Context: an optimization exercise on an open-source flow, tuned for small area and few clock cycles per item. The choices shown serve that exercise and are no tape-out recipe.
For this run, only the layout was checked, not whether the RTL still works.
No activity file was given, so power comes from the tool's default toggle rates.

$ cat design/flow/run.sh
#!/bin/bash
# synth_recipe.tcl (not shown) runs the flow's synth.tcl, then flattens the netlist and writes it again
# the make line also repeats each setting of config.mk as NAME=value (left out here)
make -C /OpenROAD-flow-scripts/flow DESIGN_CONFIG=/design/flow/config.mk WORK_HOME=/design/flow/orfs CLKGATE_MAP_FILE= SYNTH_SCRIPT=/design/flow/synth_recipe.tcl finish
$ cat design/flow/config.mk
export PLATFORM = sky130hd
export DESIGN_NAME = s_expression_tokenizer_core
export DESIGN_NICKNAME = s_expression_tokenizer_core
export VERILOG_FILES = /design/flow/design.v
export SDC_FILE = /design/flow/constraint.sdc
export NUM_CORES = 4
export LEC_CHECK = 0
export CAP_MARGIN = 20
export CORE_MARGIN = 2
export CORE_UTILIZATION = 40
export SLEW_MARGIN = 20
$ cat design/flow/constraint.sdc
create_clock -name core_clock -period 5.0 [get_ports {clk_i}]
set_input_delay 1.0000 -clock core_clock [delete_from_list [all_inputs] [get_ports {clk_i}]]
set_output_delay 1.0000 -clock core_clock [all_outputs]
set_load 0.01 [all_outputs]
$ cat design/flow/design.v
`timescale 1ns / 1ps
package sexl_pkg;
  localparam logic [1:0] OP_CHAR  = 2'd0;
  localparam logic [1:0] OP_FLUSH = 2'd1;
  localparam logic [1:0] OP_CLEAR = 2'd2;
  localparam logic [3:0] TOK_UINT   = 4'd0;
  localparam logic [3:0] TOK_INT    = 4'd1;
  localparam logic [3:0] TOK_FLOAT  = 4'd2;
  localparam logic [3:0] TOK_SYMBOL = 4'd3;
  localparam logic [3:0] TOK_STRING = 4'd4;
  localparam logic [3:0] TOK_LPAREN = 4'd5;
  localparam logic [3:0] TOK_RPAREN = 4'd6;
  localparam logic [3:0] TOK_LBRACK = 4'd7;
  localparam logic [3:0] TOK_RBRACK = 4'd8;
  localparam logic [3:0] TOK_QUOTE  = 4'd9;
  localparam logic KIND_TEXT   = 1'b0;
  localparam logic KIND_RECORD = 1'b1;
  localparam logic [2:0] NC_EMPTY = 3'd0;
  localparam logic [2:0] NC_SIGN  = 3'd1;
  localparam logic [2:0] NC_UDIG  = 3'd2;
  localparam logic [2:0] NC_DOT   = 3'd3;
  localparam logic [2:0] NC_FRAC  = 3'd4;
  localparam logic [2:0] NC_SYM   = 3'd5;
  localparam logic [2:0] NC_SDIG  = 3'd6;
  localparam logic [15:0] CH_NUL    = 16'h0000;
  localparam logic [15:0] CH_TAB    = 16'h0009;
  localparam logic [15:0] CH_NL     = 16'h000A;
  localparam logic [15:0] CH_SPACE  = 16'h0020;
  localparam logic [15:0] CH_DQUOTE = 16'h0022;
  localparam logic [15:0] CH_HASH   = 16'h0023;
  localparam logic [15:0] CH_SQUOTE = 16'h0027;
  localparam logic [15:0] CH_LPAREN = 16'h0028;
  localparam logic [15:0] CH_RPAREN = 16'h0029;
  localparam logic [15:0] CH_PLUS   = 16'h002B;
  localparam logic [15:0] CH_MINUS  = 16'h002D;
  localparam logic [15:0] CH_DOT    = 16'h002E;
  localparam logic [15:0] CH_ZERO   = 16'h0030;
  localparam logic [15:0] CH_NINE   = 16'h0039;
  localparam logic [15:0] CH_LBRACK = 16'h005B;
  localparam logic [15:0] CH_BSLASH = 16'h005C;
  localparam logic [15:0] CH_RBRACK = 16'h005D;
  localparam int unsigned LINE_OUT_W = 20;
  localparam int unsigned COL_OUT_W  = 16;
  localparam int unsigned LEN_W      = 16;
  typedef struct packed {
    logic                  kind;
    logic [15:0]           text_char;
    logic [3:0]            token_type;
    logic [LINE_OUT_W-1:0] line_number;
    logic [COL_OUT_W-1:0]  column;
    logic [LEN_W-1:0]      length;
    logic                  last;
  } res_t;
  localparam int unsigned RES_W = 1 + 16 + 4 + LINE_OUT_W + COL_OUT_W + LEN_W + 1;
  typedef struct packed {
    logic [1:0] cnt;
    res_t       r0;
    res_t       r1;
  } push_t;
endpackage
`timescale 1ns / 1ps
import sexl_pkg::*;
module sexl_lexer
#(
  parameter int unsigned LINE_BITS   = 20,
  parameter int unsigned COLUMN_BITS = 16
) (
  input  logic        clk_i,
  input  logic        rst_ni,
  input  logic        in_valid_i,
  output logic        in_stall_o,
  input  logic [1:0]  op_i,
  input  logic [15:0] ch_i,
  input  logic        room_i,
  output sexl_pkg::push_t push_o
);
  logic                   stg_v_q;
  logic [1:0]             op_q;
  logic [15:0]            ch_q;
  logic                   go;
  logic [LINE_BITS-1:0]   line_q, line_d;
  logic [COLUMN_BITS-1:0] col_q, col_d;
  logic [LEN_W-1:0]       plen_q, plen_d;
  logic                   in_str_q, in_str_d;
  logic                   in_cmt_q, in_cmt_d;
  logic                   bslash_q, bslash_d;
  logic [2:0]             nc_q, nc_d;
  logic [31:0]            line_w;
  logic [COLUMN_BITS-1:0] word_col, str_col, col_inc;
  logic [31:0]            word_col_w, str_col_w, cur_col_w;
  sexl_pkg::res_t                   word_rec, text_rec, str_rec, single_rec;
  logic                   word_hit;
  logic [3:0]             single_type;
  sexl_pkg::push_t                  push;
  function automatic logic [2:0] classify_next(input logic [2:0] s, input logic [15:0] c);
    logic digit;
    logic [2:0] nxt;
    digit = (c >= CH_ZERO) && (c <= CH_NINE);
    case (s)
      NC_EMPTY: begin
        if (c == CH_PLUS || c == CH_MINUS) nxt = NC_SIGN;
        else nxt = digit ? NC_UDIG : NC_SYM;
      end
      NC_SIGN: nxt = digit ? NC_SDIG : NC_SYM;
      NC_UDIG, NC_SDIG: begin
        if (digit) nxt = s;
        else nxt = (c == CH_DOT) ? NC_DOT : NC_SYM;
      end
      NC_DOT, NC_FRAC: nxt = digit ? NC_FRAC : NC_SYM;
      default: nxt = NC_SYM;
    endcase
    classify_next = nxt;
  endfunction
  function automatic logic [3:0] word_type(input logic [2:0] s);
    logic [3:0] t;
    case (s)
      NC_UDIG: t = TOK_UINT;
      NC_SDIG: t = TOK_INT;
      NC_FRAC: t = TOK_FLOAT;
      default: t = TOK_SYMBOL;
    endcase
    word_type = t;
  endfunction
  assign go         = stg_v_q && room_i;
  assign in_stall_o = stg_v_q && !room_i;
  always_ff @(posedge clk_i or negedge rst_ni) begin
    if (!rst_ni) begin
      stg_v_q <= 1'b0;
    end else if (in_valid_i && !in_stall_o) begin
      stg_v_q <= 1'b1;
    end else if (go) begin
      stg_v_q <= 1'b0;
    end
  end
  always_ff @(posedge clk_i) begin
    if (in_valid_i && !in_stall_o) begin
      op_q <= op_i;
      ch_q <= ch_i;
    end
  end
  assign col_inc    = col_q + COLUMN_BITS'(1);
  assign line_w     = 32'(line_q);
  assign word_col   = col_q - COLUMN_BITS'(plen_q);
  assign str_col    = col_inc - COLUMN_BITS'(plen_q) - COLUMN_BITS'(2);
  assign word_col_w = 32'(word_col);
  assign str_col_w  = 32'(str_col);
  assign cur_col_w  = 32'(col_q);
  assign word_hit   = (nc_q != NC_EMPTY);
  always_comb begin
    case (ch_q)
      CH_LPAREN: single_type = TOK_LPAREN;
      CH_RPAREN: single_type = TOK_RPAREN;
      CH_LBRACK: single_type = TOK_LBRACK;
      CH_RBRACK: single_type = TOK_RBRACK;
      default:   single_type = TOK_QUOTE;
    endcase
  end
  always_comb begin
    word_rec             = '0;
    word_rec.kind        = KIND_RECORD;
    word_rec.token_type  = word_type(nc_q);
    word_rec.line_number = line_w[LINE_OUT_W-1:0];
    word_rec.column      = word_col_w[COL_OUT_W-1:0];
    word_rec.length      = plen_q;
    text_rec           = '0;
    text_rec.kind      = KIND_TEXT;
    text_rec.text_char = ch_q;
    str_rec             = '0;
    str_rec.kind        = KIND_RECORD;
    str_rec.token_type  = TOK_STRING;
    str_rec.line_number = line_w[LINE_OUT_W-1:0];
    str_rec.column      = str_col_w[COL_OUT_W-1:0];
    str_rec.length      = plen_q;
    single_rec             = '0;
    single_rec.kind        = KIND_RECORD;
    single_rec.token_type  = single_type;
    single_rec.line_number = line_w[LINE_OUT_W-1:0];
    single_rec.column      = cur_col_w[COL_OUT_W-1:0];
  end
  always_comb begin
    line_d   = line_q;
    col_d    = col_q;
    plen_d   = plen_q;
    in_str_d = in_str_q;
    in_cmt_d = in_cmt_q;
    bslash_d = bslash_q;
    nc_d     = nc_q;
    push     = '0;
    case (op_q)
      OP_FLUSH: begin
        if (word_hit) begin
          push.cnt = 2'd1;
          push.r0  = word_rec;
        end
        nc_d     = NC_EMPTY;
        plen_d   = '0;
        in_str_d = 1'b0;
        in_cmt_d = 1'b0;
        bslash_d = 1'b0;
      end
      OP_CLEAR: begin
        line_d = LINE_BITS'(1);
        col_d  = COLUMN_BITS'(1);
      end
      OP_CHAR: begin
        if (in_cmt_q) begin
          if (ch_q == CH_NL || ch_q == CH_NUL) begin
            in_cmt_d = 1'b0;
            line_d   = line_q + LINE_BITS'(1);
            col_d    = COLUMN_BITS'(1);
          end
        end else if (in_str_q) begin
          if (ch_q == CH_DQUOTE && !bslash_q) begin
            col_d    = col_inc;
            push.cnt = 2'd1;
            push.r0  = str_rec;
            plen_d   = '0;
            in_str_d = 1'b0;
            bslash_d = 1'b0;
          end else if (ch_q == CH_NL) begin
            line_d   = line_q + LINE_BITS'(1);
            col_d    = COLUMN_BITS'(1);
            bslash_d = 1'b0;
          end else begin
            push.cnt = 2'd1;
            push.r0  = text_rec;
            plen_d   = plen_q + LEN_W'(1);
            col_d    = col_inc;
            bslash_d = (ch_q == CH_BSLASH);
          end
        end else begin
          case (ch_q)
            CH_HASH, CH_DQUOTE, CH_LPAREN, CH_RPAREN, CH_LBRACK, CH_RBRACK,
            CH_SQUOTE, CH_NL, CH_NUL, CH_TAB, CH_SPACE: begin
              if (word_hit) begin
                push.cnt = 2'd1;
                push.r0  = word_rec;
              end
              nc_d   = NC_EMPTY;
              plen_d = '0;
            end
            default: ;
          endcase
          case (ch_q)
            CH_HASH: in_cmt_d = 1'b1;
            CH_DQUOTE: begin
              col_d    = col_inc;
              in_str_d = 1'b1;
              bslash_d = 1'b0;
            end
            CH_LPAREN, CH_RPAREN, CH_LBRACK, CH_RBRACK, CH_SQUOTE: begin
              if (word_hit) begin
                push.cnt = 2'd2;
                push.r1  = single_rec;
              end else begin
                push.cnt = 2'd1;
                push.r0  = single_rec;
              end
              col_d = col_inc;
            end
            CH_NL: begin
              line_d = line_q + LINE_BITS'(1);
              col_d  = COLUMN_BITS'(1);
            end
            CH_NUL, CH_TAB, CH_SPACE: col_d = col_inc;
            default: begin
              push.cnt = 2'd1;
              push.r0  = text_rec;
              nc_d     = classify_next(nc_q, ch_q);
              plen_d   = plen_q + LEN_W'(1);
              col_d    = col_inc;
            end
          endcase
        end
      end
      default: ;
    endcase
    if (push.cnt == 2'd2) begin
      push.r1.last = 1'b1;
    end else if (push.cnt == 2'd1) begin
      push.r0.last = 1'b1;
    end
    if (!go) begin
      push.cnt = 2'd0;
    end
  end
  assign push_o = push;
  always_ff @(posedge clk_i or negedge rst_ni) begin
    if (!rst_ni) begin
      line_q   <= LINE_BITS'(1);
      col_q    <= COLUMN_BITS'(1);
      plen_q   <= '0;
      in_str_q <= 1'b0;
      in_cmt_q <= 1'b0;
      bslash_q <= 1'b0;
      nc_q     <= NC_EMPTY;
    end else if (go) begin
      line_q   <= line_d;
      col_q    <= col_d;
      plen_q   <= plen_d;
      in_str_q <= in_str_d;
      in_cmt_q <= in_cmt_d;
      bslash_q <= bslash_d;
      nc_q     <= nc_d;
    end
  end
endmodule
`timescale 1ns / 1ps
import sexl_pkg::*;
module sexl_rqueue
(
  input  logic  clk_i,
  input  logic  rst_ni,
  input  sexl_pkg::push_t push_i,
  output logic  room_o,
  output logic  out_valid_o,
  input  logic  out_stall_i,
  output sexl_pkg::res_t  head_o
);
  localparam int unsigned DEPTH = 4;
  localparam int unsigned PTR_W = $clog2(DEPTH);
  localparam int unsigned CNT_W = $clog2(DEPTH + 1);
  logic [RES_W-1:0] mem_q [DEPTH];
  logic [PTR_W-1:0] wr_q, rd_q, wr_nxt;
  logic [CNT_W-1:0] cnt_q;
  logic             pop;
  assign out_valid_o = (cnt_q != '0);
  assign pop         = out_valid_o && !out_stall_i;
  assign room_o      = (cnt_q <= CNT_W'(DEPTH - 2));
  assign head_o      = mem_q[rd_q];
  assign wr_nxt      = wr_q + PTR_W'(1);
  always_ff @(posedge clk_i) begin
    if (push_i.cnt != 2'd0) begin
      mem_q[wr_q] <= push_i.r0;
    end
    if (push_i.cnt == 2'd2) begin
      mem_q[wr_nxt] <= push_i.r1;
    end
  end
  always_ff @(posedge clk_i or negedge rst_ni) begin
    if (!rst_ni) begin
      wr_q  <= '0;
      rd_q  <= '0;
      cnt_q <= '0;
    end else begin
      wr_q  <= wr_q + PTR_W'(push_i.cnt);
      if (pop) begin
        rd_q <= rd_q + PTR_W'(1);
      end
      cnt_q <= cnt_q + CNT_W'(push_i.cnt) - CNT_W'(pop);
    end
  end
endmodule
`timescale 1ns / 1ps
import sexl_pkg::*;
module s_expression_tokenizer_core
#(
  parameter int unsigned LINE_BITS   = 20,
  parameter int unsigned COLUMN_BITS = 16
) (
  input  logic        clk_i,
  input  logic        rst_ni,
  input  logic        in_valid_i,
  output logic        in_stall_o,
  input  logic [1:0]  op_i,
  input  logic [15:0] ch_i,
  output logic        out_valid_o,
  input  logic        out_stall_i,
  output logic        kind_o,
  output logic [15:0] text_char_o,
  output logic [3:0]  token_type_o,
  output logic [19:0] line_number_o,
  output logic [15:0] column_o,
  output logic [15:0] length_o,
  output logic        last_o
);
  sexl_pkg::push_t push;
  logic  room;
  sexl_pkg::res_t  head;
  sexl_lexer #(
    .LINE_BITS  (LINE_BITS),
    .COLUMN_BITS(COLUMN_BITS)
  ) u_lexer (
    .clk_i     (clk_i),
    .rst_ni    (rst_ni),
    .in_valid_i(in_valid_i),
    .in_stall_o(in_stall_o),
    .op_i      (op_i),
    .ch_i      (ch_i),
    .room_i    (room),
    .push_o    (push)
  );
  sexl_rqueue u_rqueue (
    .clk_i      (clk_i),
    .rst_ni     (rst_ni),
    .push_i     (push),
    .room_o     (room),
    .out_valid_o(out_valid_o),
    .out_stall_i(out_stall_i),
    .head_o     (head)
  );
  assign kind_o        = head.kind;
  assign text_char_o   = head.text_char;
  assign token_type_o  = head.token_type;
  assign line_number_o = head.line_number;
  assign column_o      = head.column;
  assign length_o      = head.length;
  assign last_o        = head.last;
endmodule
==> results.yml <==
run_status:
  status: "finished clean"
clock_tree:
  clock_sinks: 380
  worst_skew_pair.late_latency_ns: 0.56
  number_of_buffers_added_by_the_clock_tree_synthesis_step: 42
  cts-htree-levels: 2
  cts-hold-fix-buffers: 0
  clock_tree.buffer_depth: 3
  clock_tree_from_tritoncts: "yes"
  clock_pin_slew_reported_for_the_worst_setup_and_hold_paths_after_clock_tree_synthesis_ns: 0.06
  post-cts-setup-buffers: 0
  post_cts.resized_instances: 0
  ctsRootBufferMaster: "clkbuf_16"
grt:
  wire_length_of_the_first_global_routing_pass_mm: 88.2
  grt_max_degree: 67
  grt_pass1_vias: 14500
  antenna_found_initial: 0
  total_overflow_reported_by_the_global_router: 0
  gr-usage-all-layers_pct: 23.1
placement:
  place.port_buffers: 97
  dpl.hpwl_mm: 39.5
  placed_cell_area_mm2: 0.0210
  gp_routability_congestion: 0.910
  numPlacedInstances: 2400
synthesis:
  main_synth_ff_type: "edfxtp_1"
  syn_area_per_cell_um2: 11.0
  synth_cell_type_count: 90
  number_of_flops_mapped_to_enable_cells_by_yosys: 186
  ys_seq_elements: 380
  yosysWarnings: 2
  synth_top_area_share_pct: 28.9
  netlist_top_cells_area: "edfxtp_1, dfxtp_1, mux4_2, dfrtp_1, a22o_1"
  asyncSetResetFlopFracSynth_pct: 17.4
  syn_area_mm2: 0.0193
  syn-num-nets: 1832
  mapped_cells: 1756
  synth.largest_area_cell: "edfxtp_1"
  yosysSeqAreaShare_pct: 50.8
cells_and_area:
  fillers: 4354
  commonest_cells_after_routing_fill_and_taps_aside: "edfxtp_1, nand2_1, nor2_1"
  final_layout_size_suffix_gt1_share_pct: 13.0
  most_frequent_standard_cell_in_the_layout_excluding_fill_and_tap_cells: "edfxtp_1"
  fin_nets: 1905
  final_design_area_no_fill_mm2: 0.0224
  layout-area-overhead-vs-synth_pct: 15.8
  n_diodes: 0
  finish.cell_count_without_fillers: 2474
drt:
  via_per_inst: 5.88
  first_pass_iters: 5
  route.final.wire_length_mm: 57.7
  vias: 14600
  drt_drc_violations_left: 0
  post_drt_antenna_nets: 0
  post_drt_wl_per_cell_um: 23.3
  drt_iter0_drc: 1397
power:
  powerDensity_mw_per_mm2: 490
  p_leak_nw: 7.97
  worst_ir_drop_vdd_v: 0.000258
  overall_power_mw: 11.0
timing:
  final_period_minus_worst_setup_slack_ns: 4.49
  timing.final.max_slew_violations: 0
  timing.setup.tns_ns: 0
  timing.clock.skew_ns: 0.0154
  setup_viol_count_final: 0
  hold_slack_ns: 0.448
  grt_setup_unrepaired: "false"
  layout_worst_path_cycle_share_pct: 89.7
  slew-limit-headroom_pct: 24.1
  hold_violations: 0
  max_freq_mhz: 223
  worst_pin_slew_ns: 1.14
critical_path:
  path_depth: 15
  timing.critical_path.to_type: "flip-flop"
  timing.critical_path.arrival_ns: 4.76
  critical_path_fanouts_max: 7
  cpPeakStageDelay_ns: 0.58
  crit_path_top_delay_cell: "dfstp_2"
  crit_path_start_kind: "flip-flop"
  cp.required_ns: 5.27
  worst_r2r_endpoint: "u_rqueue.mem_q[0][32]"
  reg2reg_setup_slack_ns: 0.51
  critical_path.cell_chain: "inv_1, nor2_1, and3_1, nand3_1, nor2_1, xnor2_1, ha_1, inv_1, ha_1, or3_1, a221o_1, a31oi_1, xnor2_1, a221oi_1, o22ai_1"
  worstSetupEndpoint: "u_rqueue.mem_q[0][32]"
  worst_r2r_startpoint: "u_lexer.col_q[0]"
  ff2ff_path_depth: 15
  wp_buf_inv: 2
  path_delay_family: "simple AND/OR/NAND/NOR gates"
  criticalPathCategory: "reg -> reg"
  critical_path.startpoint: "u_lexer.col_q[0]"
die:
  pin_count: 98
  num_rows: 80
  core_area_mm2: 0.0476
  floorplan.die.height_um: 224
  die-area_mm2: 0.0500
  initial_core_util_pct: 40.5
  chipWidth_um: 224
min_path:
  hold_path_class: "reg -> reg"
flow_run:
  cap_viol_max_count: 0
==> flip-flops by register name, indices dropped and copies added, names as in the netlist <==
| register | cells |
|---|---|
| u_lexer.op_q | 2 |
| u_lexer.plen_q | 16 |
| u_rqueue.rd_q | 2 |
| u_lexer.col_q | 16 |
| u_lexer.in_cmt_q | 1 |
| u_lexer.bslash_q | 1 |
| u_rqueue.wr_q | 2 |
| u_rqueue.mem_q | 296 |
| u_lexer.in_str_q | 1 |
| u_lexer.line_q | 20 |
| u_rqueue.cnt_q | 3 |
| u_lexer.ch_q | 16 |
| u_lexer.nc_q | 3 |
| u_lexer.stg_v_q | 1 |
==> worst min-delay path by stage <==
stage | startpoint | endpoint | slack, ns | cells past startpoint
after floorplan | u_rqueue.mem_q[3][63] | u_rqueue.mem_q[3][63] | 0.43 | 2
after global placement | u_rqueue.mem_q[3][59] | u_rqueue.mem_q[3][59] | 0.44 | 2
after detailed placement | u_rqueue.mem_q[3][57] | u_rqueue.mem_q[3][57] | 0.45 | 2
after CTS | u_rqueue.mem_q[3][57] | u_rqueue.mem_q[3][57] | 0.45 | 2
after global routing | u_rqueue.mem_q[3][63] | u_rqueue.mem_q[3][63] | 0.48 | 2
final | u_rqueue.mem_q[3][57] | u_rqueue.mem_q[3][57] | 0.45 | 2
==> where the power goes <==
group	switching [mW]	internal (mW)
clock	1.28	1.81
sequential	0.406	3.67
combinational	2.05	1.75
==> synth_stat cells, types with 9 or more instances <==
library cell,number
nand3_1,59
nor2_1,134
xor2_1,25
o31ai_1,19
nor3_1,25
clkbuf_1,73
xnor2_1,40
or3_1,17
edfxtp_1,186
dfxtp_1,128
buf_2,30
o22ai_1,21
o21a_1,11
nand2_1,156
nand4_1,11
nor2_2,10
nand3b_1,9
mux4_2,74
nor2b_1,81
a21oi_1,76
nand2b_1,10
inv_1,66
a22oi_2,10
o21ai_0,116
ha_1,51
dfrtp_1,64
a22o_1,95
and3_1,18
a22oi_1,12
==> kinds of logic after synthesis <==
family / Yosys count / synth area share [%]
AO/OA/AOI/OAI: 430 / 15.4
XOR/XNOR: 65 / 2.95
adder cells (fa/ha/maj): 54 / 3.62
buffers and inverters: 180 / 3.77
flip-flops: 380 / 50.8
multiplexers: 75 / 8.69
AND/OR/NAND/NOR: 572 / 14.8
==> per-layer routing <==
layer | vias to the layer above | track usage [%] | wire length [µm]
li1 | 6650 | - | -
met1 | 7283 | 31.0 | 24800
met2 | 510 | 38.1 | 27500
met3 | 115 | 4.25 | 3660
met4 | 0 | 7.01 | 1660
met5 | - | 0 | 0
==> layout make-up <==
cell class | instances | area, µm² | area share [%]
sequential | 380 | 9810 | 43.9
multi-input combinational | 1196 | 8800 | 39.4
clock buffer | 59 | 1220 | 5.45
timing repair buffer | 143 | 1360 | 6.10
clock inverter | 15 | 146 | 0.655
inverter | 66 | 248 | 1.11
tap | 615 | 769 | 3.44
==> worst reg2reg max path, cell delays in order (launching register included) <==
cell and delay, ns:
dfstp_2 0.58, inv_1 0.14, nor2_1 0.42, and3_1 0.25, nand3_1 0.17, nor2_1 0.17, xnor2_1 0.10, ha_1 0.30
inv_1 0.04, ha_1 0.22, or3_1 0.39, a221o_1 0.28, a31oi_1 0.29, xnor2_1 0.12, a221oi_1 0.53, o22ai_1 0.18
==> per-stage QoR <==
| step | setup WS [ns] | utilization (%) |
|---|---|---|
| 2_1_floorplan | 1.12 | - |
| 3_3_place_gp | 0.635 | 44.0 |
| 3_5_place_dp | 0.505 | 44.0 |
| 4_1_cts | 0.482 | 46.9 |
| 5_1_grt | 0.148 | 46.9 |
| 6_report | 0.515 | 46.9 |

-- port drivers added, routing unchanged --
The flow's constraints put no driver on any port. The routed layout listed below was extracted and timed again, unchanged, in two steps.
Step 1 assumes that a clkbuf_16 drives the clock port and a buf_2 every other input.
Step 2 also shifts input and output timing later by t, the mid clock arrival at the registers, as if the neighbouring blocks saw the same clock.
Three values: ideal ports, drivers, drivers and shift; two values: the first two.
t, ns: 0.609
setup WS [ns]: 0.515 / 0.515 / 0.515
worst setup path at the end: register to register
latest minus earliest clock arrival (ns): 0.017 / 0.017
After both steps setup and hold are still met in this run. For this run, drivers alone change the setup slack by 0.000 ns; drivers and shift together by 0.000 ns.
